What follows belongs to an exercise in optimizing a design on an open flow for small area and a short achievable clock period; a production flow would make more cautious choices.
Only simulation tests tie the RTL to the original design; equivalence was not proved.
Power figures rest on the tool's default switching activity, not on a simulated workload.

==> config.mk <==
export PLATFORM = sky130hd
export DESIGN_NAME = rv32Core
export DESIGN_NICKNAME = rv32Core
export VERILOG_FILES = /design/flow/design.v
export SDC_FILE = /design/flow/constraint.sdc
export NUM_CORES = 4
export LEC_CHECK = 0
export CAP_MARGIN = 20
export CORE_MARGIN = 2
export CORE_UTILIZATION = 50
export SETUP_SLACK_MARGIN = 2.5
export SLEW_MARGIN = 20
export SYNTH_HIERARCHICAL = 1
export SYNTH_MINIMUM_KEEP_SIZE = 0
==> constraint.sdc <==
create_clock -name core_clock -period 11.0 [get_ports {clk}]
set_input_delay 2.2000 -clock core_clock [delete_from_list [all_inputs] [get_ports {clk}]]
set_output_delay 2.2000 -clock core_clock [all_outputs]
set_load 0.01 [all_outputs]
==> design.v <==
`timescale 1ns/10ps
package rv32Pkg;
    typedef logic [31:0] wordT;
    typedef logic [4:0]  regAddrT;
endpackage
`timescale 1ns/10ps
module addSub (
    input  logic [31:0] a,
    input  logic [31:0] b,
    input  logic        sub,
    output logic [31:0] sum,
    output logic        lt
);
    logic [32:0] s;
    assign s   = {1'b0, a} + {1'b0, b ^ {32{sub}}} + {32'b0, sub};
    assign sum = s[31:0];
    assign lt  = (a[31] ^ b[31]) ? a[31] : s[31];
endmodule
module mx2i (
    input  logic a,
    input  logic b,
    input  logic s,
    output logic y
);
    assign y = ~(s ? b : a);
endmodule
module shifter (
    input  logic [31:0] an,
    input  logic [4:0]  sh,
    input  logic        left,
    input  logic        arith,
    output logic [31:0] rn
);
    logic [31:0] st [0:5];       
    logic        f, fn;
    assign f  = arith & ~an[31];
    assign fn = ~f;
    genvar k, i;
    generate
        for (i = 0; i < 32; i++) begin : g_rev
            mx2i m (.a(an[i]), .b(an[31-i]), .s(left), .y(st[0][i]));
        end
        for (k = 0; k < 5; k++) begin : g_stage
            for (i = 0; i < 32; i++) begin : g_bit
                logic hi;
                if (i + (1 << k) < 32) begin : g_in
                    assign hi = st[k][i + (1 << k)];
                end else begin : g_fill
                    assign hi = (k % 2 == 0) ? f : fn;
                end
                mx2i m (.a(st[k][i]), .b(hi), .s(sh[k]), .y(st[k+1][i]));
            end
        end
    endgenerate
    assign rn = st[5];
endmodule
`timescale 1ns/10ps
`timescale 1ns/10ps
module rsAoi (
    input  logic [2:0] d,
    input  logic [2:0] s,
    output logic       y
);
    assign y = ~|(d & s);
endmodule
module rsAnd11 (
    input  logic [10:0] a,
    output logic        y
);
    assign y = &a;
endmodule
module rsPort (
    input  logic [31:1] sel,
    input  logic [31:1] d,
    output logic        yn
);
    logic [10:0] t;
    genvar j;
    generate
        for (j = 0; j < 10; j++) begin : g_aoi
            rsAoi aoi (.d(d[3*j+3:3*j+1]), .s(sel[3*j+3:3*j+1]), .y(t[j]));
        end
    endgenerate
    assign t[10] = ~(d[31] & sel[31]);
    rsAnd11 nd (.a(t), .y(yn));
endmodule
`timescale 1ns/10ps
`timescale 1ns/10ps
module lNand2 (input logic a, input logic b, output logic y); assign y = ~(a & b); endmodule
module lNor2  (input logic a, input logic b, output logic y); assign y = ~(a | b); endmodule
module lInv   (input logic a, output logic y); assign y = ~a; endmodule
module lXor2  (input logic a, input logic b, output logic y); assign y = a ^ b; endmodule
module lXnor2 (input logic a, input logic b, output logic y); assign y = ~(a ^ b); endmodule
module lAoi21 (input logic a1, input logic a2, input logic b, output logic y); assign y = ~((a1 & a2) | b); endmodule
module lOai21 (input logic a1, input logic a2, input logic b, output logic y); assign y = ~((a1 | a2) & b); endmodule
module lMux2  (input logic a, input logic b, input logic s, output logic y); assign y = s ? b : a; endmodule
module addrAdd (
    input  logic [31:0] a,
    input  logic [31:0] an,
    input  logic [11:0] imm,
    output logic [31:0] s
);
    logic [11:0] t, immn;
    logic [11:0] g0, p0;
    logic [11:0] g1, p1;
    logic [11:0] g2, p2;
    logic [11:0] g3, p3;
    logic [11:0] g4, p4;
    lInv u1 (.a(imm[0]), .y(immn[0]));
    lNor2 u2 (.a(an[0]), .b(immn[0]), .y(g0[0]));
    lNand2 u3 (.a(an[0]), .b(immn[0]), .y(p0[0]));
    lXnor2 u4 (.a(an[0]), .b(imm[0]), .y(t[0]));
    lInv u5 (.a(imm[1]), .y(immn[1]));
    lNor2 u6 (.a(an[1]), .b(immn[1]), .y(g0[1]));
    lNand2 u7 (.a(an[1]), .b(immn[1]), .y(p0[1]));
    lXnor2 u8 (.a(an[1]), .b(imm[1]), .y(t[1]));
    lInv u9 (.a(imm[2]), .y(immn[2]));
    lNor2 u10 (.a(an[2]), .b(immn[2]), .y(g0[2]));
    lNand2 u11 (.a(an[2]), .b(immn[2]), .y(p0[2]));
    lXnor2 u12 (.a(an[2]), .b(imm[2]), .y(t[2]));
    lInv u13 (.a(imm[3]), .y(immn[3]));
    lNor2 u14 (.a(an[3]), .b(immn[3]), .y(g0[3]));
    lNand2 u15 (.a(an[3]), .b(immn[3]), .y(p0[3]));
    lXnor2 u16 (.a(an[3]), .b(imm[3]), .y(t[3]));
    lInv u17 (.a(imm[4]), .y(immn[4]));
    lNor2 u18 (.a(an[4]), .b(immn[4]), .y(g0[4]));
    lNand2 u19 (.a(an[4]), .b(immn[4]), .y(p0[4]));
    lXnor2 u20 (.a(an[4]), .b(imm[4]), .y(t[4]));
    lInv u21 (.a(imm[5]), .y(immn[5]));
    lNor2 u22 (.a(an[5]), .b(immn[5]), .y(g0[5]));
    lNand2 u23 (.a(an[5]), .b(immn[5]), .y(p0[5]));
    lXnor2 u24 (.a(an[5]), .b(imm[5]), .y(t[5]));
    lInv u25 (.a(imm[6]), .y(immn[6]));
    lNor2 u26 (.a(an[6]), .b(immn[6]), .y(g0[6]));
    lNand2 u27 (.a(an[6]), .b(immn[6]), .y(p0[6]));
    lXnor2 u28 (.a(an[6]), .b(imm[6]), .y(t[6]));
    lInv u29 (.a(imm[7]), .y(immn[7]));
    lNor2 u30 (.a(an[7]), .b(immn[7]), .y(g0[7]));
    lNand2 u31 (.a(an[7]), .b(immn[7]), .y(p0[7]));
    lXnor2 u32 (.a(an[7]), .b(imm[7]), .y(t[7]));
    lInv u33 (.a(imm[8]), .y(immn[8]));
    lNor2 u34 (.a(an[8]), .b(immn[8]), .y(g0[8]));
    lNand2 u35 (.a(an[8]), .b(immn[8]), .y(p0[8]));
    lXnor2 u36 (.a(an[8]), .b(imm[8]), .y(t[8]));
    lInv u37 (.a(imm[9]), .y(immn[9]));
    lNor2 u38 (.a(an[9]), .b(immn[9]), .y(g0[9]));
    lNand2 u39 (.a(an[9]), .b(immn[9]), .y(p0[9]));
    lXnor2 u40 (.a(an[9]), .b(imm[9]), .y(t[9]));
    lInv u41 (.a(imm[10]), .y(immn[10]));
    lNor2 u42 (.a(an[10]), .b(immn[10]), .y(g0[10]));
    lNand2 u43 (.a(an[10]), .b(immn[10]), .y(p0[10]));
    lXnor2 u44 (.a(an[10]), .b(imm[10]), .y(t[10]));
    lInv u45 (.a(imm[11]), .y(immn[11]));
    lNor2 u46 (.a(an[11]), .b(immn[11]), .y(g0[11]));
    lNand2 u47 (.a(an[11]), .b(immn[11]), .y(p0[11]));
    lXnor2 u48 (.a(an[11]), .b(imm[11]), .y(t[11]));
    lInv u49 (.a(g0[0]), .y(g1[0]));
    lAoi21 u50 (.a1(p0[1]), .a2(g0[0]), .b(g0[1]), .y(g1[1]));
    lAoi21 u51 (.a1(p0[2]), .a2(g0[1]), .b(g0[2]), .y(g1[2]));
    lNand2 u52 (.a(p0[2]), .b(p0[1]), .y(p1[2]));
    lAoi21 u53 (.a1(p0[3]), .a2(g0[2]), .b(g0[3]), .y(g1[3]));
    lNand2 u54 (.a(p0[3]), .b(p0[2]), .y(p1[3]));
    lAoi21 u55 (.a1(p0[4]), .a2(g0[3]), .b(g0[4]), .y(g1[4]));
    lNand2 u56 (.a(p0[4]), .b(p0[3]), .y(p1[4]));
    lAoi21 u57 (.a1(p0[5]), .a2(g0[4]), .b(g0[5]), .y(g1[5]));
    lNand2 u58 (.a(p0[5]), .b(p0[4]), .y(p1[5]));
    lAoi21 u59 (.a1(p0[6]), .a2(g0[5]), .b(g0[6]), .y(g1[6]));
    lNand2 u60 (.a(p0[6]), .b(p0[5]), .y(p1[6]));
    lAoi21 u61 (.a1(p0[7]), .a2(g0[6]), .b(g0[7]), .y(g1[7]));
    lNand2 u62 (.a(p0[7]), .b(p0[6]), .y(p1[7]));
    lAoi21 u63 (.a1(p0[8]), .a2(g0[7]), .b(g0[8]), .y(g1[8]));
    lNand2 u64 (.a(p0[8]), .b(p0[7]), .y(p1[8]));
    lAoi21 u65 (.a1(p0[9]), .a2(g0[8]), .b(g0[9]), .y(g1[9]));
    lNand2 u66 (.a(p0[9]), .b(p0[8]), .y(p1[9]));
    lAoi21 u67 (.a1(p0[10]), .a2(g0[9]), .b(g0[10]), .y(g1[10]));
    lNand2 u68 (.a(p0[10]), .b(p0[9]), .y(p1[10]));
    lAoi21 u69 (.a1(p0[11]), .a2(g0[10]), .b(g0[11]), .y(g1[11]));
    lNand2 u70 (.a(p0[11]), .b(p0[10]), .y(p1[11]));
    lInv u71 (.a(g1[0]), .y(g2[0]));
    lInv u72 (.a(g1[1]), .y(g2[1]));
    lOai21 u73 (.a1(p1[2]), .a2(g1[0]), .b(g1[2]), .y(g2[2]));
    lOai21 u74 (.a1(p1[3]), .a2(g1[1]), .b(g1[3]), .y(g2[3]));
    lOai21 u75 (.a1(p1[4]), .a2(g1[2]), .b(g1[4]), .y(g2[4]));
    lNor2 u76 (.a(p1[4]), .b(p1[2]), .y(p2[4]));
    lOai21 u77 (.a1(p1[5]), .a2(g1[3]), .b(g1[5]), .y(g2[5]));
    lNor2 u78 (.a(p1[5]), .b(p1[3]), .y(p2[5]));
    lOai21 u79 (.a1(p1[6]), .a2(g1[4]), .b(g1[6]), .y(g2[6]));
    lNor2 u80 (.a(p1[6]), .b(p1[4]), .y(p2[6]));
    lOai21 u81 (.a1(p1[7]), .a2(g1[5]), .b(g1[7]), .y(g2[7]));
    lNor2 u82 (.a(p1[7]), .b(p1[5]), .y(p2[7]));
    lOai21 u83 (.a1(p1[8]), .a2(g1[6]), .b(g1[8]), .y(g2[8]));
    lNor2 u84 (.a(p1[8]), .b(p1[6]), .y(p2[8]));
    lOai21 u85 (.a1(p1[9]), .a2(g1[7]), .b(g1[9]), .y(g2[9]));
    lNor2 u86 (.a(p1[9]), .b(p1[7]), .y(p2[9]));
    lOai21 u87 (.a1(p1[10]), .a2(g1[8]), .b(g1[10]), .y(g2[10]));
    lNor2 u88 (.a(p1[10]), .b(p1[8]), .y(p2[10]));
    lOai21 u89 (.a1(p1[11]), .a2(g1[9]), .b(g1[11]), .y(g2[11]));
    lNor2 u90 (.a(p1[11]), .b(p1[9]), .y(p2[11]));
    lInv u91 (.a(g2[0]), .y(g3[0]));
    lInv u92 (.a(g2[1]), .y(g3[1]));
    lInv u93 (.a(g2[2]), .y(g3[2]));
    lInv u94 (.a(g2[3]), .y(g3[3]));
    lAoi21 u95 (.a1(p2[4]), .a2(g2[0]), .b(g2[4]), .y(g3[4]));
    lAoi21 u96 (.a1(p2[5]), .a2(g2[1]), .b(g2[5]), .y(g3[5]));
    lAoi21 u97 (.a1(p2[6]), .a2(g2[2]), .b(g2[6]), .y(g3[6]));
    lAoi21 u98 (.a1(p2[7]), .a2(g2[3]), .b(g2[7]), .y(g3[7]));
    lAoi21 u99 (.a1(p2[8]), .a2(g2[4]), .b(g2[8]), .y(g3[8]));
    lNand2 u100 (.a(p2[8]), .b(p2[4]), .y(p3[8]));
    lAoi21 u101 (.a1(p2[9]), .a2(g2[5]), .b(g2[9]), .y(g3[9]));
    lNand2 u102 (.a(p2[9]), .b(p2[5]), .y(p3[9]));
    lAoi21 u103 (.a1(p2[10]), .a2(g2[6]), .b(g2[10]), .y(g3[10]));
    lNand2 u104 (.a(p2[10]), .b(p2[6]), .y(p3[10]));
    lAoi21 u105 (.a1(p2[11]), .a2(g2[7]), .b(g2[11]), .y(g3[11]));
    lNand2 u106 (.a(p2[11]), .b(p2[7]), .y(p3[11]));
    lInv u107 (.a(g3[0]), .y(g4[0]));
    lInv u108 (.a(g3[1]), .y(g4[1]));
    lInv u109 (.a(g3[2]), .y(g4[2]));
    lInv u110 (.a(g3[3]), .y(g4[3]));
    lInv u111 (.a(g3[4]), .y(g4[4]));
    lInv u112 (.a(g3[5]), .y(g4[5]));
    lInv u113 (.a(g3[6]), .y(g4[6]));
    lInv u114 (.a(g3[7]), .y(g4[7]));
    lOai21 u115 (.a1(p3[8]), .a2(g3[0]), .b(g3[8]), .y(g4[8]));
    lOai21 u116 (.a1(p3[9]), .a2(g3[1]), .b(g3[9]), .y(g4[9]));
    lOai21 u117 (.a1(p3[10]), .a2(g3[2]), .b(g3[10]), .y(g4[10]));
    lOai21 u118 (.a1(p3[11]), .a2(g3[3]), .b(g3[11]), .y(g4[11]));
    assign s[0] = t[0];
    lXor2 u119 (.a(t[1]), .b(g4[0]), .y(s[1]));
    lXor2 u120 (.a(t[2]), .b(g4[1]), .y(s[2]));
    lXor2 u121 (.a(t[3]), .b(g4[2]), .y(s[3]));
    lXor2 u122 (.a(t[4]), .b(g4[3]), .y(s[4]));
    lXor2 u123 (.a(t[5]), .b(g4[4]), .y(s[5]));
    lXor2 u124 (.a(t[6]), .b(g4[5]), .y(s[6]));
    lXor2 u125 (.a(t[7]), .b(g4[6]), .y(s[7]));
    lXor2 u126 (.a(t[8]), .b(g4[7]), .y(s[8]));
    lXor2 u127 (.a(t[9]), .b(g4[8]), .y(s[9]));
    lXor2 u128 (.a(t[10]), .b(g4[9]), .y(s[10]));
    lXor2 u129 (.a(t[11]), .b(g4[10]), .y(s[11]));
    logic [19:0] ha0, ho0;
    logic [19:0] ha1, ho1;
    logic [19:0] ha2, ho2;
    logic [19:0] ha3, ho3;
    logic [19:0] ha4, ho4;
    logic [19:0] ha5, ho5;
    assign ha0 = an[31:12];
    assign ho0 = an[31:12];
    lInv u130 (.a(ha0[0]), .y(ha1[0]));
    lInv u131 (.a(ho0[0]), .y(ho1[0]));
    lNor2 u132 (.a(ha0[1]), .b(ha0[0]), .y(ha1[1]));
    lNand2 u133 (.a(ho0[1]), .b(ho0[0]), .y(ho1[1]));
    lNor2 u134 (.a(ha0[2]), .b(ha0[1]), .y(ha1[2]));
    lNand2 u135 (.a(ho0[2]), .b(ho0[1]), .y(ho1[2]));
    lNor2 u136 (.a(ha0[3]), .b(ha0[2]), .y(ha1[3]));
    lNand2 u137 (.a(ho0[3]), .b(ho0[2]), .y(ho1[3]));
    lNor2 u138 (.a(ha0[4]), .b(ha0[3]), .y(ha1[4]));
    lNand2 u139 (.a(ho0[4]), .b(ho0[3]), .y(ho1[4]));
    lNor2 u140 (.a(ha0[5]), .b(ha0[4]), .y(ha1[5]));
    lNand2 u141 (.a(ho0[5]), .b(ho0[4]), .y(ho1[5]));
    lNor2 u142 (.a(ha0[6]), .b(ha0[5]), .y(ha1[6]));
    lNand2 u143 (.a(ho0[6]), .b(ho0[5]), .y(ho1[6]));
    lNor2 u144 (.a(ha0[7]), .b(ha0[6]), .y(ha1[7]));
    lNand2 u145 (.a(ho0[7]), .b(ho0[6]), .y(ho1[7]));
    lNor2 u146 (.a(ha0[8]), .b(ha0[7]), .y(ha1[8]));
    lNand2 u147 (.a(ho0[8]), .b(ho0[7]), .y(ho1[8]));
    lNor2 u148 (.a(ha0[9]), .b(ha0[8]), .y(ha1[9]));
    lNand2 u149 (.a(ho0[9]), .b(ho0[8]), .y(ho1[9]));
    lNor2 u150 (.a(ha0[10]), .b(ha0[9]), .y(ha1[10]));
    lNand2 u151 (.a(ho0[10]), .b(ho0[9]), .y(ho1[10]));
    lNor2 u152 (.a(ha0[11]), .b(ha0[10]), .y(ha1[11]));
    lNand2 u153 (.a(ho0[11]), .b(ho0[10]), .y(ho1[11]));
    lNor2 u154 (.a(ha0[12]), .b(ha0[11]), .y(ha1[12]));
    lNand2 u155 (.a(ho0[12]), .b(ho0[11]), .y(ho1[12]));
    lNor2 u156 (.a(ha0[13]), .b(ha0[12]), .y(ha1[13]));
    lNand2 u157 (.a(ho0[13]), .b(ho0[12]), .y(ho1[13]));
    lNor2 u158 (.a(ha0[14]), .b(ha0[13]), .y(ha1[14]));
    lNand2 u159 (.a(ho0[14]), .b(ho0[13]), .y(ho1[14]));
    lNor2 u160 (.a(ha0[15]), .b(ha0[14]), .y(ha1[15]));
    lNand2 u161 (.a(ho0[15]), .b(ho0[14]), .y(ho1[15]));
    lNor2 u162 (.a(ha0[16]), .b(ha0[15]), .y(ha1[16]));
    lNand2 u163 (.a(ho0[16]), .b(ho0[15]), .y(ho1[16]));
    lNor2 u164 (.a(ha0[17]), .b(ha0[16]), .y(ha1[17]));
    lNand2 u165 (.a(ho0[17]), .b(ho0[16]), .y(ho1[17]));
    lNor2 u166 (.a(ha0[18]), .b(ha0[17]), .y(ha1[18]));
    lNand2 u167 (.a(ho0[18]), .b(ho0[17]), .y(ho1[18]));
    lNor2 u168 (.a(ha0[19]), .b(ha0[18]), .y(ha1[19]));
    lNand2 u169 (.a(ho0[19]), .b(ho0[18]), .y(ho1[19]));
    lInv u170 (.a(ha1[0]), .y(ha2[0]));
    lInv u171 (.a(ho1[0]), .y(ho2[0]));
    lInv u172 (.a(ha1[1]), .y(ha2[1]));
    lInv u173 (.a(ho1[1]), .y(ho2[1]));
    lNand2 u174 (.a(ha1[2]), .b(ha1[0]), .y(ha2[2]));
    lNor2 u175 (.a(ho1[2]), .b(ho1[0]), .y(ho2[2]));
    lNand2 u176 (.a(ha1[3]), .b(ha1[1]), .y(ha2[3]));
    lNor2 u177 (.a(ho1[3]), .b(ho1[1]), .y(ho2[3]));
    lNand2 u178 (.a(ha1[4]), .b(ha1[2]), .y(ha2[4]));
    lNor2 u179 (.a(ho1[4]), .b(ho1[2]), .y(ho2[4]));
    lNand2 u180 (.a(ha1[5]), .b(ha1[3]), .y(ha2[5]));
    lNor2 u181 (.a(ho1[5]), .b(ho1[3]), .y(ho2[5]));
    lNand2 u182 (.a(ha1[6]), .b(ha1[4]), .y(ha2[6]));
    lNor2 u183 (.a(ho1[6]), .b(ho1[4]), .y(ho2[6]));
    lNand2 u184 (.a(ha1[7]), .b(ha1[5]), .y(ha2[7]));
    lNor2 u185 (.a(ho1[7]), .b(ho1[5]), .y(ho2[7]));
    lNand2 u186 (.a(ha1[8]), .b(ha1[6]), .y(ha2[8]));
    lNor2 u187 (.a(ho1[8]), .b(ho1[6]), .y(ho2[8]));
    lNand2 u188 (.a(ha1[9]), .b(ha1[7]), .y(ha2[9]));
    lNor2 u189 (.a(ho1[9]), .b(ho1[7]), .y(ho2[9]));
    lNand2 u190 (.a(ha1[10]), .b(ha1[8]), .y(ha2[10]));
    lNor2 u191 (.a(ho1[10]), .b(ho1[8]), .y(ho2[10]));
    lNand2 u192 (.a(ha1[11]), .b(ha1[9]), .y(ha2[11]));
    lNor2 u193 (.a(ho1[11]), .b(ho1[9]), .y(ho2[11]));
    lNand2 u194 (.a(ha1[12]), .b(ha1[10]), .y(ha2[12]));
    lNor2 u195 (.a(ho1[12]), .b(ho1[10]), .y(ho2[12]));
    lNand2 u196 (.a(ha1[13]), .b(ha1[11]), .y(ha2[13]));
    lNor2 u197 (.a(ho1[13]), .b(ho1[11]), .y(ho2[13]));
    lNand2 u198 (.a(ha1[14]), .b(ha1[12]), .y(ha2[14]));
    lNor2 u199 (.a(ho1[14]), .b(ho1[12]), .y(ho2[14]));
    lNand2 u200 (.a(ha1[15]), .b(ha1[13]), .y(ha2[15]));
    lNor2 u201 (.a(ho1[15]), .b(ho1[13]), .y(ho2[15]));
    lNand2 u202 (.a(ha1[16]), .b(ha1[14]), .y(ha2[16]));
    lNor2 u203 (.a(ho1[16]), .b(ho1[14]), .y(ho2[16]));
    lNand2 u204 (.a(ha1[17]), .b(ha1[15]), .y(ha2[17]));
    lNor2 u205 (.a(ho1[17]), .b(ho1[15]), .y(ho2[17]));
    lNand2 u206 (.a(ha1[18]), .b(ha1[16]), .y(ha2[18]));
    lNor2 u207 (.a(ho1[18]), .b(ho1[16]), .y(ho2[18]));
    lNand2 u208 (.a(ha1[19]), .b(ha1[17]), .y(ha2[19]));
    lNor2 u209 (.a(ho1[19]), .b(ho1[17]), .y(ho2[19]));
    lInv u210 (.a(ha2[0]), .y(ha3[0]));
    lInv u211 (.a(ho2[0]), .y(ho3[0]));
    lInv u212 (.a(ha2[1]), .y(ha3[1]));
    lInv u213 (.a(ho2[1]), .y(ho3[1]));
    lInv u214 (.a(ha2[2]), .y(ha3[2]));
    lInv u215 (.a(ho2[2]), .y(ho3[2]));
    lInv u216 (.a(ha2[3]), .y(ha3[3]));
    lInv u217 (.a(ho2[3]), .y(ho3[3]));
    lNor2 u218 (.a(ha2[4]), .b(ha2[0]), .y(ha3[4]));
    lNand2 u219 (.a(ho2[4]), .b(ho2[0]), .y(ho3[4]));
    lNor2 u220 (.a(ha2[5]), .b(ha2[1]), .y(ha3[5]));
    lNand2 u221 (.a(ho2[5]), .b(ho2[1]), .y(ho3[5]));
    lNor2 u222 (.a(ha2[6]), .b(ha2[2]), .y(ha3[6]));
    lNand2 u223 (.a(ho2[6]), .b(ho2[2]), .y(ho3[6]));
    lNor2 u224 (.a(ha2[7]), .b(ha2[3]), .y(ha3[7]));
    lNand2 u225 (.a(ho2[7]), .b(ho2[3]), .y(ho3[7]));
    lNor2 u226 (.a(ha2[8]), .b(ha2[4]), .y(ha3[8]));
    lNand2 u227 (.a(ho2[8]), .b(ho2[4]), .y(ho3[8]));
    lNor2 u228 (.a(ha2[9]), .b(ha2[5]), .y(ha3[9]));
    lNand2 u229 (.a(ho2[9]), .b(ho2[5]), .y(ho3[9]));
    lNor2 u230 (.a(ha2[10]), .b(ha2[6]), .y(ha3[10]));
    lNand2 u231 (.a(ho2[10]), .b(ho2[6]), .y(ho3[10]));
    lNor2 u232 (.a(ha2[11]), .b(ha2[7]), .y(ha3[11]));
    lNand2 u233 (.a(ho2[11]), .b(ho2[7]), .y(ho3[11]));
    lNor2 u234 (.a(ha2[12]), .b(ha2[8]), .y(ha3[12]));
    lNand2 u235 (.a(ho2[12]), .b(ho2[8]), .y(ho3[12]));
    lNor2 u236 (.a(ha2[13]), .b(ha2[9]), .y(ha3[13]));
    lNand2 u237 (.a(ho2[13]), .b(ho2[9]), .y(ho3[13]));
    lNor2 u238 (.a(ha2[14]), .b(ha2[10]), .y(ha3[14]));
    lNand2 u239 (.a(ho2[14]), .b(ho2[10]), .y(ho3[14]));
    lNor2 u240 (.a(ha2[15]), .b(ha2[11]), .y(ha3[15]));
    lNand2 u241 (.a(ho2[15]), .b(ho2[11]), .y(ho3[15]));
    lNor2 u242 (.a(ha2[16]), .b(ha2[12]), .y(ha3[16]));
    lNand2 u243 (.a(ho2[16]), .b(ho2[12]), .y(ho3[16]));
    lNor2 u244 (.a(ha2[17]), .b(ha2[13]), .y(ha3[17]));
    lNand2 u245 (.a(ho2[17]), .b(ho2[13]), .y(ho3[17]));
    lNor2 u246 (.a(ha2[18]), .b(ha2[14]), .y(ha3[18]));
    lNand2 u247 (.a(ho2[18]), .b(ho2[14]), .y(ho3[18]));
    lNor2 u248 (.a(ha2[19]), .b(ha2[15]), .y(ha3[19]));
    lNand2 u249 (.a(ho2[19]), .b(ho2[15]), .y(ho3[19]));
    lInv u250 (.a(ha3[0]), .y(ha4[0]));
    lInv u251 (.a(ho3[0]), .y(ho4[0]));
    lInv u252 (.a(ha3[1]), .y(ha4[1]));
    lInv u253 (.a(ho3[1]), .y(ho4[1]));
    lInv u254 (.a(ha3[2]), .y(ha4[2]));
    lInv u255 (.a(ho3[2]), .y(ho4[2]));
    lInv u256 (.a(ha3[3]), .y(ha4[3]));
    lInv u257 (.a(ho3[3]), .y(ho4[3]));
    lInv u258 (.a(ha3[4]), .y(ha4[4]));
    lInv u259 (.a(ho3[4]), .y(ho4[4]));
    lInv u260 (.a(ha3[5]), .y(ha4[5]));
    lInv u261 (.a(ho3[5]), .y(ho4[5]));
    lInv u262 (.a(ha3[6]), .y(ha4[6]));
    lInv u263 (.a(ho3[6]), .y(ho4[6]));
    lInv u264 (.a(ha3[7]), .y(ha4[7]));
    lInv u265 (.a(ho3[7]), .y(ho4[7]));
    lNand2 u266 (.a(ha3[8]), .b(ha3[0]), .y(ha4[8]));
    lNor2 u267 (.a(ho3[8]), .b(ho3[0]), .y(ho4[8]));
    lNand2 u268 (.a(ha3[9]), .b(ha3[1]), .y(ha4[9]));
    lNor2 u269 (.a(ho3[9]), .b(ho3[1]), .y(ho4[9]));
    lNand2 u270 (.a(ha3[10]), .b(ha3[2]), .y(ha4[10]));
    lNor2 u271 (.a(ho3[10]), .b(ho3[2]), .y(ho4[10]));
    lNand2 u272 (.a(ha3[11]), .b(ha3[3]), .y(ha4[11]));
    lNor2 u273 (.a(ho3[11]), .b(ho3[3]), .y(ho4[11]));
    lNand2 u274 (.a(ha3[12]), .b(ha3[4]), .y(ha4[12]));
    lNor2 u275 (.a(ho3[12]), .b(ho3[4]), .y(ho4[12]));
    lNand2 u276 (.a(ha3[13]), .b(ha3[5]), .y(ha4[13]));
    lNor2 u277 (.a(ho3[13]), .b(ho3[5]), .y(ho4[13]));
    lNand2 u278 (.a(ha3[14]), .b(ha3[6]), .y(ha4[14]));
    lNor2 u279 (.a(ho3[14]), .b(ho3[6]), .y(ho4[14]));
    lNand2 u280 (.a(ha3[15]), .b(ha3[7]), .y(ha4[15]));
    lNor2 u281 (.a(ho3[15]), .b(ho3[7]), .y(ho4[15]));
    lNand2 u282 (.a(ha3[16]), .b(ha3[8]), .y(ha4[16]));
    lNor2 u283 (.a(ho3[16]), .b(ho3[8]), .y(ho4[16]));
    lNand2 u284 (.a(ha3[17]), .b(ha3[9]), .y(ha4[17]));
    lNor2 u285 (.a(ho3[17]), .b(ho3[9]), .y(ho4[17]));
    lNand2 u286 (.a(ha3[18]), .b(ha3[10]), .y(ha4[18]));
    lNor2 u287 (.a(ho3[18]), .b(ho3[10]), .y(ho4[18]));
    lNand2 u288 (.a(ha3[19]), .b(ha3[11]), .y(ha4[19]));
    lNor2 u289 (.a(ho3[19]), .b(ho3[11]), .y(ho4[19]));
    lInv u290 (.a(ha4[0]), .y(ha5[0]));
    lInv u291 (.a(ho4[0]), .y(ho5[0]));
    lInv u292 (.a(ha4[1]), .y(ha5[1]));
    lInv u293 (.a(ho4[1]), .y(ho5[1]));
    lInv u294 (.a(ha4[2]), .y(ha5[2]));
    lInv u295 (.a(ho4[2]), .y(ho5[2]));
    lInv u296 (.a(ha4[3]), .y(ha5[3]));
    lInv u297 (.a(ho4[3]), .y(ho5[3]));
    lInv u298 (.a(ha4[4]), .y(ha5[4]));
    lInv u299 (.a(ho4[4]), .y(ho5[4]));
    lInv u300 (.a(ha4[5]), .y(ha5[5]));
    lInv u301 (.a(ho4[5]), .y(ho5[5]));
    lInv u302 (.a(ha4[6]), .y(ha5[6]));
    lInv u303 (.a(ho4[6]), .y(ho5[6]));
    lInv u304 (.a(ha4[7]), .y(ha5[7]));
    lInv u305 (.a(ho4[7]), .y(ho5[7]));
    lInv u306 (.a(ha4[8]), .y(ha5[8]));
    lInv u307 (.a(ho4[8]), .y(ho5[8]));
    lInv u308 (.a(ha4[9]), .y(ha5[9]));
    lInv u309 (.a(ho4[9]), .y(ho5[9]));
    lInv u310 (.a(ha4[10]), .y(ha5[10]));
    lInv u311 (.a(ho4[10]), .y(ho5[10]));
    lInv u312 (.a(ha4[11]), .y(ha5[11]));
    lInv u313 (.a(ho4[11]), .y(ho5[11]));
    lInv u314 (.a(ha4[12]), .y(ha5[12]));
    lInv u315 (.a(ho4[12]), .y(ho5[12]));
    lInv u316 (.a(ha4[13]), .y(ha5[13]));
    lInv u317 (.a(ho4[13]), .y(ho5[13]));
    lInv u318 (.a(ha4[14]), .y(ha5[14]));
    lInv u319 (.a(ho4[14]), .y(ho5[14]));
    lInv u320 (.a(ha4[15]), .y(ha5[15]));
    lInv u321 (.a(ho4[15]), .y(ho5[15]));
    lNor2 u322 (.a(ha4[16]), .b(ha4[0]), .y(ha5[16]));
    lNand2 u323 (.a(ho4[16]), .b(ho4[0]), .y(ho5[16]));
    lNor2 u324 (.a(ha4[17]), .b(ha4[1]), .y(ha5[17]));
    lNand2 u325 (.a(ho4[17]), .b(ho4[1]), .y(ho5[17]));
    lNor2 u326 (.a(ha4[18]), .b(ha4[2]), .y(ha5[18]));
    lNand2 u327 (.a(ho4[18]), .b(ho4[2]), .y(ho5[18]));
    lNor2 u328 (.a(ha4[19]), .b(ha4[3]), .y(ha5[19]));
    lNand2 u329 (.a(ho4[19]), .b(ho4[3]), .y(ho5[19]));
    logic [19:0] inc, dec, hp, hn;
    assign inc[0] = an[12];
    assign dec[0] = an[12];
    lXnor2 u330 (.a(an[13]), .b(ha5[0]), .y(inc[1]));
    lXor2 u331 (.a(an[13]), .b(ho5[0]), .y(dec[1]));
    lXnor2 u332 (.a(an[14]), .b(ha5[1]), .y(inc[2]));
    lXor2 u333 (.a(an[14]), .b(ho5[1]), .y(dec[2]));
    lXnor2 u334 (.a(an[15]), .b(ha5[2]), .y(inc[3]));
    lXor2 u335 (.a(an[15]), .b(ho5[2]), .y(dec[3]));
    lXnor2 u336 (.a(an[16]), .b(ha5[3]), .y(inc[4]));
    lXor2 u337 (.a(an[16]), .b(ho5[3]), .y(dec[4]));
    lXnor2 u338 (.a(an[17]), .b(ha5[4]), .y(inc[5]));
    lXor2 u339 (.a(an[17]), .b(ho5[4]), .y(dec[5]));
    lXnor2 u340 (.a(an[18]), .b(ha5[5]), .y(inc[6]));
    lXor2 u341 (.a(an[18]), .b(ho5[5]), .y(dec[6]));
    lXnor2 u342 (.a(an[19]), .b(ha5[6]), .y(inc[7]));
    lXor2 u343 (.a(an[19]), .b(ho5[6]), .y(dec[7]));
    lXnor2 u344 (.a(an[20]), .b(ha5[7]), .y(inc[8]));
    lXor2 u345 (.a(an[20]), .b(ho5[7]), .y(dec[8]));
    lXnor2 u346 (.a(an[21]), .b(ha5[8]), .y(inc[9]));
    lXor2 u347 (.a(an[21]), .b(ho5[8]), .y(dec[9]));
    lXnor2 u348 (.a(an[22]), .b(ha5[9]), .y(inc[10]));
    lXor2 u349 (.a(an[22]), .b(ho5[9]), .y(dec[10]));
    lXnor2 u350 (.a(an[23]), .b(ha5[10]), .y(inc[11]));
    lXor2 u351 (.a(an[23]), .b(ho5[10]), .y(dec[11]));
    lXnor2 u352 (.a(an[24]), .b(ha5[11]), .y(inc[12]));
    lXor2 u353 (.a(an[24]), .b(ho5[11]), .y(dec[12]));
    lXnor2 u354 (.a(an[25]), .b(ha5[12]), .y(inc[13]));
    lXor2 u355 (.a(an[25]), .b(ho5[12]), .y(dec[13]));
    lXnor2 u356 (.a(an[26]), .b(ha5[13]), .y(inc[14]));
    lXor2 u357 (.a(an[26]), .b(ho5[13]), .y(dec[14]));
    lXnor2 u358 (.a(an[27]), .b(ha5[14]), .y(inc[15]));
    lXor2 u359 (.a(an[27]), .b(ho5[14]), .y(dec[15]));
    lXnor2 u360 (.a(an[28]), .b(ha5[15]), .y(inc[16]));
    lXor2 u361 (.a(an[28]), .b(ho5[15]), .y(dec[16]));
    lXnor2 u362 (.a(an[29]), .b(ha5[16]), .y(inc[17]));
    lXor2 u363 (.a(an[29]), .b(ho5[16]), .y(dec[17]));
    lXnor2 u364 (.a(an[30]), .b(ha5[17]), .y(inc[18]));
    lXor2 u365 (.a(an[30]), .b(ho5[17]), .y(dec[18]));
    lXnor2 u366 (.a(an[31]), .b(ha5[18]), .y(inc[19]));
    lXor2 u367 (.a(an[31]), .b(ho5[18]), .y(dec[19]));
    logic c12;
    assign c12 = g4[11];
    lMux2 u368 (.a(inc[0]), .b(a[12]), .s(imm[11]), .y(hp[0]));
    lMux2 u369 (.a(a[12]), .b(dec[0]), .s(imm[11]), .y(hn[0]));
    lMux2 u370 (.a(hn[0]), .b(hp[0]), .s(c12), .y(s[12]));
    lMux2 u371 (.a(inc[1]), .b(a[13]), .s(imm[11]), .y(hp[1]));
    lMux2 u372 (.a(a[13]), .b(dec[1]), .s(imm[11]), .y(hn[1]));
    lMux2 u373 (.a(hn[1]), .b(hp[1]), .s(c12), .y(s[13]));
    lMux2 u374 (.a(inc[2]), .b(a[14]), .s(imm[11]), .y(hp[2]));
    lMux2 u375 (.a(a[14]), .b(dec[2]), .s(imm[11]), .y(hn[2]));
    lMux2 u376 (.a(hn[2]), .b(hp[2]), .s(c12), .y(s[14]));
    lMux2 u377 (.a(inc[3]), .b(a[15]), .s(imm[11]), .y(hp[3]));
    lMux2 u378 (.a(a[15]), .b(dec[3]), .s(imm[11]), .y(hn[3]));
    lMux2 u379 (.a(hn[3]), .b(hp[3]), .s(c12), .y(s[15]));
    lMux2 u380 (.a(inc[4]), .b(a[16]), .s(imm[11]), .y(hp[4]));
    lMux2 u381 (.a(a[16]), .b(dec[4]), .s(imm[11]), .y(hn[4]));
    lMux2 u382 (.a(hn[4]), .b(hp[4]), .s(c12), .y(s[16]));
    lMux2 u383 (.a(inc[5]), .b(a[17]), .s(imm[11]), .y(hp[5]));
    lMux2 u384 (.a(a[17]), .b(dec[5]), .s(imm[11]), .y(hn[5]));
    lMux2 u385 (.a(hn[5]), .b(hp[5]), .s(c12), .y(s[17]));
    lMux2 u386 (.a(inc[6]), .b(a[18]), .s(imm[11]), .y(hp[6]));
    lMux2 u387 (.a(a[18]), .b(dec[6]), .s(imm[11]), .y(hn[6]));
    lMux2 u388 (.a(hn[6]), .b(hp[6]), .s(c12), .y(s[18]));
    lMux2 u389 (.a(inc[7]), .b(a[19]), .s(imm[11]), .y(hp[7]));
    lMux2 u390 (.a(a[19]), .b(dec[7]), .s(imm[11]), .y(hn[7]));
    lMux2 u391 (.a(hn[7]), .b(hp[7]), .s(c12), .y(s[19]));
    lMux2 u392 (.a(inc[8]), .b(a[20]), .s(imm[11]), .y(hp[8]));
    lMux2 u393 (.a(a[20]), .b(dec[8]), .s(imm[11]), .y(hn[8]));
    lMux2 u394 (.a(hn[8]), .b(hp[8]), .s(c12), .y(s[20]));
    lMux2 u395 (.a(inc[9]), .b(a[21]), .s(imm[11]), .y(hp[9]));
    lMux2 u396 (.a(a[21]), .b(dec[9]), .s(imm[11]), .y(hn[9]));
    lMux2 u397 (.a(hn[9]), .b(hp[9]), .s(c12), .y(s[21]));
    lMux2 u398 (.a(inc[10]), .b(a[22]), .s(imm[11]), .y(hp[10]));
    lMux2 u399 (.a(a[22]), .b(dec[10]), .s(imm[11]), .y(hn[10]));
    lMux2 u400 (.a(hn[10]), .b(hp[10]), .s(c12), .y(s[22]));
    lMux2 u401 (.a(inc[11]), .b(a[23]), .s(imm[11]), .y(hp[11]));
    lMux2 u402 (.a(a[23]), .b(dec[11]), .s(imm[11]), .y(hn[11]));
    lMux2 u403 (.a(hn[11]), .b(hp[11]), .s(c12), .y(s[23]));
    lMux2 u404 (.a(inc[12]), .b(a[24]), .s(imm[11]), .y(hp[12]));
    lMux2 u405 (.a(a[24]), .b(dec[12]), .s(imm[11]), .y(hn[12]));
    lMux2 u406 (.a(hn[12]), .b(hp[12]), .s(c12), .y(s[24]));
    lMux2 u407 (.a(inc[13]), .b(a[25]), .s(imm[11]), .y(hp[13]));
    lMux2 u408 (.a(a[25]), .b(dec[13]), .s(imm[11]), .y(hn[13]));
    lMux2 u409 (.a(hn[13]), .b(hp[13]), .s(c12), .y(s[25]));
    lMux2 u410 (.a(inc[14]), .b(a[26]), .s(imm[11]), .y(hp[14]));
    lMux2 u411 (.a(a[26]), .b(dec[14]), .s(imm[11]), .y(hn[14]));
    lMux2 u412 (.a(hn[14]), .b(hp[14]), .s(c12), .y(s[26]));
    lMux2 u413 (.a(inc[15]), .b(a[27]), .s(imm[11]), .y(hp[15]));
    lMux2 u414 (.a(a[27]), .b(dec[15]), .s(imm[11]), .y(hn[15]));
    lMux2 u415 (.a(hn[15]), .b(hp[15]), .s(c12), .y(s[27]));
    lMux2 u416 (.a(inc[16]), .b(a[28]), .s(imm[11]), .y(hp[16]));
    lMux2 u417 (.a(a[28]), .b(dec[16]), .s(imm[11]), .y(hn[16]));
    lMux2 u418 (.a(hn[16]), .b(hp[16]), .s(c12), .y(s[28]));
    lMux2 u419 (.a(inc[17]), .b(a[29]), .s(imm[11]), .y(hp[17]));
    lMux2 u420 (.a(a[29]), .b(dec[17]), .s(imm[11]), .y(hn[17]));
    lMux2 u421 (.a(hn[17]), .b(hp[17]), .s(c12), .y(s[29]));
    lMux2 u422 (.a(inc[18]), .b(a[30]), .s(imm[11]), .y(hp[18]));
    lMux2 u423 (.a(a[30]), .b(dec[18]), .s(imm[11]), .y(hn[18]));
    lMux2 u424 (.a(hn[18]), .b(hp[18]), .s(c12), .y(s[30]));
    lMux2 u425 (.a(inc[19]), .b(a[31]), .s(imm[11]), .y(hp[19]));
    lMux2 u426 (.a(a[31]), .b(dec[19]), .s(imm[11]), .y(hn[19]));
    lMux2 u427 (.a(hn[19]), .b(hp[19]), .s(c12), .y(s[31]));
endmodule
module eqCmp (
    input  logic [31:0] a,
    input  logic [31:0] b,
    output logic        eq
);
    assign eq = (a == b);
endmodule
`timescale 1ns/10ps
module pcAdd (
    input  logic [31:0] pc,
    input  logic [31:0] imm,
    output logic [31:0] s
);
    assign s = pc + imm;
endmodule
module pcInc (
    input  logic [31:2] pc,
    output logic [31:2] s
);
    assign s = pc + 30'd1;
endmodule
`timescale 1ns/10ps
module rv32Core #(
    parameter logic [31:0] resetVector = '0
) (
    input  logic        clk,
    input  logic        reset,
    output logic [31:0] pc,
    input  logic [31:0] instruction,
    output logic        we,
    output logic [31:0] addressToMem,
    output logic [31:0] dataToMem,
    input  logic [31:0] dataFromMem
);
    logic [6:0] op;
    logic [2:0] f3;
    logic [6:0] f7;
    assign op = instruction[6:0];
    assign f3 = instruction[14:12];
    assign f7 = instruction[31:25];
    logic isR, f7Base, f7Alt;
    logic rAdd, rSub, rAnd, rSlt, rSll, rSrl, rSra;
    logic isAddi, isLw, isSw, isBeq, isBlt, isLui, isAuipc, isJal, isJalr;
    assign isR    = (op == 7'b0110011);
    assign f7Base = (f7 == 7'b0000000);
    assign f7Alt  = (f7 == 7'b0100000);
    assign rAdd   = isR & f7Base & (f3 == 3'b000);
    assign rSub   = isR & f7Alt  & (f3 == 3'b000);
    assign rAnd   = isR & f7Base & (f3 == 3'b111);
    assign rSlt   = isR & f7Base & (f3 == 3'b010);
    assign rSll   = isR & f7Base & (f3 == 3'b001);
    assign rSrl   = isR & f7Base & (f3 == 3'b101);
    assign rSra   = isR & f7Alt  & (f3 == 3'b101);
    assign isAddi = (op == 7'b0010011) & (f3 == 3'b000);
    assign isLw   = (op == 7'b0000011) & (f3 == 3'b010);
    assign isSw   = (op == 7'b0100011) & (f3 == 3'b010);
    assign isBeq  = (op == 7'b1100011) & (f3 == 3'b000);
    assign isBlt  = (op == 7'b1100011) & (f3 == 3'b100);
    assign isLui  = (op == 7'b0110111);
    assign isAuipc = (op == 7'b0010111);
    assign isJal  = (op == 7'b1101111);
    assign isJalr = (op == 7'b1100111) & (f3 == 3'b000);
    logic regWrite;
    assign regWrite = ~reset & (rAdd | rSub | rAnd | rSlt | rSll | rSrl | rSra |
                                isAddi | isLw | isLui | isAuipc | isJal | isJalr);
    assign we = ~reset & isSw;
    logic [31:0] rs1, rs2, wd;
    logic [31:0] regs [1:31];
    logic [31:1] sel1, sel2;
    logic [4:0]  rdAddr;
    logic [31:0] rs1n, rs2n;
    assign rs1 = ~rs1n;
    assign rs2 = ~rs2n;
    assign rdAddr = instruction[11:7];
    genvar gi, gb;
    generate
        for (gi = 1; gi < 32; gi++) begin : g_reg
            always_ff @(posedge clk)
                if (regWrite && rdAddr == gi[4:0])
                    regs[gi] <= wd;
            assign sel1[gi] = (instruction[19:15] == gi[4:0]);
            assign sel2[gi] = (instruction[24:20] == gi[4:0]);
        end
        for (gb = 0; gb < 32; gb++) begin : g_bit
            logic [31:1] col;
            for (gi = 1; gi < 32; gi++) begin : g_col
                assign col[gi] = regs[gi][gb];
            end
            rsPort p1 (.sel(sel1), .d(col), .yn(rs1n[gb]));
            rsPort p2 (.sel(sel2), .d(col), .yn(rs2n[gb]));
        end
    endgenerate
    logic [11:0] immIS;
    logic [31:0] addrSum;
    assign immIS = {instruction[31:25],
                    (~op[6] & op[5]) ? instruction[11:7] : instruction[24:20]};
    addrAdd addA (.a(rs1), .an(rs1n), .imm(immIS), .s(addrSum));
    assign addressToMem = addrSum;
    assign dataToMem    = rs2;
    logic        doSub, lt, eq;
    logic [31:0] sumB, shRes;
    assign doSub = ~op[4] | instruction[30] | instruction[13];
    addSub  addB (.a(rs1), .b(rs2), .sub(doSub), .sum(sumB), .lt(lt));
    eqCmp   cmp0 (.a(rs1), .b(rs2), .eq(eq));
    logic [31:0] shRn;
    shifter sh0  (.an(rs1n), .sh(rs2[4:0]), .left(rSll), .arith(rSra), .rn(shRn));
    always_comb
        for (int k = 0; k < 32; k++)
            shRes[k] = rSll ? ~shRn[31-k] : ~shRn[k];
    logic [31:0] pcPlus4, immUJB, pcSum, nextPc;
    logic        takeBranch;
    pcInc inc0 (.pc(pc[31:2]), .s(pcPlus4[31:2]));
    assign pcPlus4[1:0] = pc[1:0];
    always_comb begin
        if (op[2] & ~op[3])           
            immUJB = {instruction[31:12], 12'b0};
        else if (op[3])               
            immUJB = {{12{instruction[31]}}, instruction[19:12], instruction[20],
                      instruction[30:21], 1'b0};
        else                          
            immUJB = {{20{instruction[31]}}, instruction[7], instruction[30:25],
                      instruction[11:8], 1'b0};
    end
    pcAdd pcA (.pc(isLui ? 32'b0 : pc), .imm(immUJB), .s(pcSum));
    assign takeBranch = isJal | (isBeq & eq) | (isBlt & lt);
    always_comb begin
        if (isJalr)
            nextPc = {addrSum[31:1], 1'b0};
        else if (takeBranch)
            nextPc = pcSum;
        else
            nextPc = pcPlus4;
    end
    logic [31:1] pcQ;
    always_ff @(posedge clk)
        if (reset) pcQ <= resetVector[31:1];
        else       pcQ <= nextPc[31:1];
    assign pc = {pcQ, 1'b0};
    always_comb begin
        wd = ({32{rAdd | rSub}} & sumB)
           | ({32{rAnd}}        & (rs1 & rs2))
           | ({32{rSlt}}        & {31'b0, lt})
           | ({32{rSll | rSrl | rSra}} & shRes)
           | ({32{isAddi}}      & addrSum)
           | ({32{isLw}}        & dataFromMem)
           | ({32{isJal | isJalr}} & pcPlus4)
           | ({32{isLui | isAuipc}} & pcSum);
    end
endmodule
==> run.sh <==
#!/bin/bash
# synth_recipe.tcl (not shown) runs the flow's synth.tcl, then flattens the netlist and writes it again
# the make line also repeats each setting of config.mk as NAME=value (left out here)
make -C /OpenROAD-flow-scripts/flow DESIGN_CONFIG=/design/flow/config.mk WORK_HOME=/design/flow/orfs CLKGATE_MAP_FILE= SYNTH_SCRIPT=/design/flow/synth_recipe.tcl finish
==> flow_summary.html <==
<table>
<tr><th>Metric</th><th>Value</th></tr>
<tr><th colspan="2">Floorplanning</th></tr>
<tr><td>Die Footprint</td><td>107000 um^2</td></tr>
<tr><td>Number of rows created at floorplan</td><td>about 120</td></tr>
<tr><td>Die width</td><td>327 um</td></tr>
<tr><td>Die height</td><td>around 330 um</td></tr>
<tr><td>Starting Density</td><td>50.4%</td></tr>
<tr><td>Placeable core region</td><td>between 100000 and 150000 um^2</td></tr>
<tr><td>Boundary pin count</td><td>roughly 160</td></tr>
<tr><th colspan="2">Layout</th></tr>
<tr><td>Design area</td><td>~63000 um^2</td></tr>
<tr><td>Fill cell total of the finished layout</td><td>8269</td></tr>
<tr><td>Layout area overhead</td><td>19.9%</td></tr>
<tr><td>Final layout net count</td><td>4607</td></tr>
<tr><td>Ratio of cells with drive above 1 in the final layout</td><td>between 15 and 20%</td></tr>
<tr><td>Most frequent cells in the layout</td><td>992 x edfxtp_1, 640 x a222oi_1, 291 x buf_4, 272 x nand2_1, 224 x mux2i_1</td></tr>
<tr><td>Reg area</td><td>about 30000 um^2</td></tr>
<tr><td>Most frequent standard cell in the layout excluding fill and tap cells</td><td>edfxtp_1</td></tr>
<tr><td>Area taken by multi-input logic gates</td><td>21800 um^2</td></tr>
<tr><th colspan="2">Synthesis</th></tr>
<tr><td>Ys Warns</td><td>10</td></tr>
<tr><td>Count of flip-flops with a built-in enable after synthesis</td><td>around 990</td></tr>
<tr><td>Async set-reset flop share out of synthesis</td><td>0%</td></tr>
<tr><td>Most frequently used flop master after synthesis</td><td>edfxtp_1</td></tr>
<tr><td>Yosys reg bits</td><td>1023</td></tr>
<tr><td>Synth Instances</td><td>~4k</td></tr>
<tr><td>Mean instance size in the synthesized netlist</td><td>13.2 um^2</td></tr>
<tr><td>Library cells used by synthesis</td><td>between 90 and 100</td></tr>
<tr><td>Sequential element share of the synthesized area</td><td>58.3%</td></tr>
<tr><td>Total standard cell area after synthesis</td><td>52100 um^2</td></tr>
<tr><th colspan="2">Routing</th></tr>
<tr><td>Ratio of routed vias to standard cells</td><td>7.38</td></tr>
<tr><td>Mean routed wirelength per cell</td><td>around 38 um</td></tr>
<tr><td>Met3 routed WL</td><td>between 30000 and 40000 um</td></tr>
<tr><td>WL met2</td><td>94400 um</td></tr>
<tr><td>Overall via count from detail_route</td><td>43.9k</td></tr>
<tr><td>First-pass iteration count of the detailed router</td><td>14</td></tr>
<tr><td>Antenna Violating Nets Remaining</td><td>0</td></tr>
<tr><td>Sum of routed wire length over all layers</td><td>224000 um</td></tr>
<tr><td>Max Used Layer</td><td>met5</td></tr>
<tr><td>Met1 routed wirelength after detailed routing</td><td>79700 um</td></tr>
<tr><td>First DRT Iteration DRCs</td><td>~9.9k</td></tr>
<tr><td>Post-route DRC violation count</td><td>0</td></tr>
<tr><th colspan="2">CTS</th></tr>
<tr><td>Num CTS Buffers</td><td>103</td></tr>
<tr><td>Clock-pin slew reported for the worst setup and hold paths after clock tree synthesis</td><td>70 ps</td></tr>
<tr><td>TritonCTS clock tree</td><td>yes</td></tr>
<tr><td>Clock latency on the worst-skew pair</td><td>between 700 and 800 ps</td></tr>
<tr><td>CTS Buffer Depth</td><td>3</td></tr>
<tr><td>Hold buffer count at cts</td><td>0</td></tr>
<tr><td>Library cell used as clock root buffer</td><td>clkbuf_16</td></tr>
<tr><td>Count of clock tree sinks</td><td>just over 1k</td></tr>
<tr><td>CTS HTree Levels</td><td>3</td></tr>
<tr><th colspan="2">Critical path</th></tr>
<tr><td>Destination of the worst register-to-register timing path</td><td>pcQ[4]$_SDFF_PP0_</td></tr>
<tr><td>Max stage delay on crit path</td><td>590 ps</td></tr>
<tr><td>Endpoint required time on the critical path</td><td>8800 ps</td></tr>
<tr><td>Top fanout value on the critical path</td><td>20</td></tr>
<tr><td>Buf/Inv on CP</td><td>7</td></tr>
<tr><td>Critical Path, Cell by Cell</td><td>buf_8 -&gt; nand2b_4 -&gt; nor3_4 -&gt; buf_4 -&gt; buf_6 -&gt; a222oi_1 -&gt; nand4_1 -&gt; nor3_4 -&gt; buf_6 -&gt; nand2_1 -&gt; nor2_1 -&gt; nand2_1 -&gt; inv_1 -&gt; inv_1 -&gt; xor2_1 -&gt; mux2_4 -&gt; mux2_4 -&gt; clkdlybuf4s50_1</td></tr>
<tr><td>Startpoint of the worst-slack reg-to-reg timing path</td><td>regs[30][28]$_DFFE_PP_</td></tr>
<tr><td>Worst R2R Path Depth</td><td>19</td></tr>
<tr><td>Data arrival, critical path</td><td>6350 ps</td></tr>
<tr><td>Critical-path top delay cell</td><td>nand4_1</td></tr>
<tr><td>Startpoint type of the worst setup path</td><td>input pin</td></tr>
<tr><td>Class of the most critical setup path</td><td>input pin to primary output</td></tr>
<tr><td>Cell family with most CP delay</td><td>simple AND/OR/NAND/NOR gates</td></tr>
<tr><td>R2R setup slack</td><td>5000 ps</td></tr>
<tr><td>CP endpoint kind</td><td>primary output</td></tr>
<tr><th colspan="2">Min path</th></tr>
<tr><td>Endpoint of the worst hold path</td><td>pcQ[1]$_SDFFE_PP0P_</td></tr>
<tr><td>Worst min-delay path class</td><td>register to register</td></tr>
<tr><td>Number of cells on the worst hold path</td><td>2</td></tr>
<tr><td>Min-Delay Startpoint</td><td>pcQ[1]$_SDFFE_PP0P_</td></tr>
<tr><th colspan="2">Power</th></tr>
<tr><td>Combinational group share of total power</td><td>17.3%</td></tr>
<tr><td>Switching share of power</td><td>roughly 28%</td></tr>
<tr><td>Pwr Density</td><td>151 nW/um^2</td></tr>
<tr><td>Seq pwr share</td><td>44.8%</td></tr>
<tr><td>VDD IR-drop max</td><td>roughly 170 uV</td></tr>
<tr><td>Leakage</td><td>23.0 nW</td></tr>
<tr><td>Share of power burned in the clock network</td><td>37.9%</td></tr>
<tr><td>Internal Dissipation</td><td>6.81 mW</td></tr>
<tr><td>Switching pwr</td><td>approximately 2.6 mW</td></tr>
<tr><th colspan="2">Timing</th></tr>
<tr><td>Final hold violations</td><td>0</td></tr>
<tr><td>Fin crit period</td><td>8550 ps</td></tr>
<tr><td>Max-slew headroom at the worst pin</td><td>16.4%</td></tr>
<tr><td>Number of setup violations in the final report</td><td>0</td></tr>
<tr><td>Post-route clock period utilization</td><td>between 70% and 80%</td></tr>
<tr><td>Worst Tran Pin Value</td><td>approximately 1300 ps</td></tr>
<tr><td>Final Skew</td><td>37.1 ps</td></tr>
<tr><td>Highest achievable clock rate</td><td>117 MHz</td></tr>
<tr><td>Hold slack</td><td>623 ps</td></tr>
<tr><td>Max Transition Viols Final</td><td>0</td></tr>
<tr><td>Setup_tns</td><td>0 ps</td></tr>
<tr><td>RSZ-0062 raised after global routing</td><td>true</td></tr>
<tr><th colspan="2">GRT</th></tr>
<tr><td>Global-route wire length before repair</td><td>309000 um</td></tr>
<tr><td>Initial antenna violation count</td><td>6</td></tr>
<tr><td>Maximum number of pins on one net before global-route repair</td><td>47</td></tr>
<tr><td>Via count of the first global-routing pass</td><td>41.1k</td></tr>
<tr><td>Total track usage</td><td>40.7%</td></tr>
<tr><td>GR Overflow Total</td><td>0</td></tr>
<tr><th colspan="2">Place</th></tr>
<tr><td>Buffers added on ports</td><td>161</td></tr>
<tr><td>Post-detailed-placement half-perimeter wirelength</td><td>between 100000 and 150000 um</td></tr>
<tr><td>Area of placed instances</td><td>57300 um^2</td></tr>
<tr><td>RePlAce Congestion</td><td>roughly 1</td></tr>
<tr><th colspan="2">Run status</th></tr>
<tr><td>Outcome</td><td>finished clean</td></tr>
<tr><th colspan="2">Job</th></tr>
<tr><td>Number of violations of the max-capacitance limit</td><td>0</td></tr>
</table>
-- worst reg2reg max path: cells and delay by family, from the launching register on --
family	cells	cell delay (ps)
AO/OA/AOI/OAI	5	970
XOR/XNOR	2	360
adder cells (fa/ha/maj)	2	840
buffers and inverters	2	530
flip-flops	1	410
multiplexers	2	480
AND/OR/NAND/NOR	6	2280
-- final cells by class --
| type | instances | area share (%) |
|---|---|---|
| antenna | 3 | 0.0120 |
| clock buffer | 122 | 4.30 |
| clock inverter | 70 | 1.15 |
| inverter | 175 | 1.05 |
| multi-input combinational | 2684 | 34.9 |
| sequential | 1023 | 48.6 |
| tap | 1380 | 2.76 |
| timing repair buffer | 490 | 7.21 |
-- worst max-delay path by stage --
stage	start	endpoint	cells past startpoint
floorplan	instruction[21]	regs[10][0]$_DFFE_PP_	20
global placement	instruction[16]	addressToMem[15]	17
detailed placement	instruction[16]	addressToMem[15]	17
CTS	instruction[17]	addressToMem[31]	18
global route	instruction[15]	addressToMem[13]	16
finish	instruction[16]	addressToMem[20]	18
-- stage by stage --
stage / worst slack, ps / std cells / total power, mW / utilization, %
2_1_floorplan: 2600 / 3952 / 5.22 / -
3_3_place_gp: 1080 / 5603 / 5.80 / 55.4
3_5_place_dp: 1110 / 5603 / 5.80 / 55.4
4_1_cts: 2500 / 5906 / 9.36 / 60.0
5_1_grt: 2410 / 5945 / 9.65 / 60.4
6_report: 2450 / 5947 / 9.43 / 60.4
-- per-module statistics from Yosys, one instance, submodules excluded, excerpt --
module | flops+latches | cell area, um^2 | cells inside
pcInc | 0 | 576 | 84
eqCmp | 0 | 347 | 43
lMux2 | 0 | 15.0 | 1
shifter | 0 | 12.5 | 2
rsAoi | 0 | 10.0 | 1
lAoi21 | 0 | 8.76 | 1
lXor2 | 0 | 8.76 | 1
lOai21 | 0 | 5.00 | 1
-- per-layer routing --
metal  GRT usage, %  vias to the layer above
met5              0                        -
met4           24.3                        2
met3           11.7                      640
met2           59.9                     3708
met1           53.7                    21406
li1               -                    18120
-- power groups by stage --
stage	clock network, mW	logic [mW]	registers, mW
floorplan	0	0.918	4.30
global placement	0	1.50	4.30
global route	3.74	1.69	4.22
finish	3.58	1.63	4.22
CTS	3.59	1.55	4.22
detailed placement	0	1.49	4.30
-- state kept, by name, indices dropped and copies added, names as in the netlist --
| register | cells |
|---|---|
| pcQ | 31 |
| regs | 992 |
-- synthesized netlist by cell type (all sizes together), types with 33 or more instances --
| cell type | n | area (um^2) |
|---|---|---|
| a21o | 44 | 330 |
| a21oi | 81 | 477 |
| a221oi | 35 | 325 |
| a222oi | 640 | 6410 |
| a32oi | 33 | 289 |
| clkbuf | 60 | 225 |
| edfxtp | 992 | 29800 |
| ha | 62 | 776 |
| inv | 174 | 653 |
| mux2 | 65 | 957 |
| mux2i | 225 | 2260 |
| nand2 | 283 | 1060 |
| nand3 | 127 | 648 |
| nand4 | 146 | 920 |
| nor2 | 220 | 826 |
| nor2b | 47 | 294 |
| nor3 | 119 | 936 |
| o21ai | 87 | 443 |
| o22ai | 33 | 206 |
| xnor2 | 90 | 796 |
| xor2 | 120 | 1050 |
-- cell families after synthesis --
family | synth area share [%]
mux | 6.18
other cells | 0.00719
compound gates | 18.0
simple gates | 10.3
xor+xnor | 3.54
flops | 58.3
fa+ha+maj | 1.58
buf+inv | 2.04
-- timing repair --
item | in CTS | in global routing
endpoints found under the setup margin | 255 | 219
resized for setup | 108 | 47
endpoints found under the hold margin | 0 | 0
cloned | 19 | 1
pin swaps | 66 | 30
setup buffers | 92 | 37

-- re-timing with driven ports --
The results above use ideal ports. As a check the final layout listed here was re-extracted and re-timed, cells and wires unchanged. Step 1 assumes that a clkbuf_16 drives the clock port and a buf_2 every other input. Step 2 times the ports against the registers' clock, not the clock port: input delays grow and output delays shrink by t, the midpoint of the rising clock arrivals with the driver on. a / b / c = no drivers / after step 1 / after step 2; a / b = the first two.
t, ns: 0.794
setup WS [ns]: 2.455 / 2.358 / 1.966
worst setup path after step 2: input to register
After both steps this run still meets setup and hold. For this run, drivers alone change the setup slack by -0.097 ns; drivers and shift together by -0.489 ns.
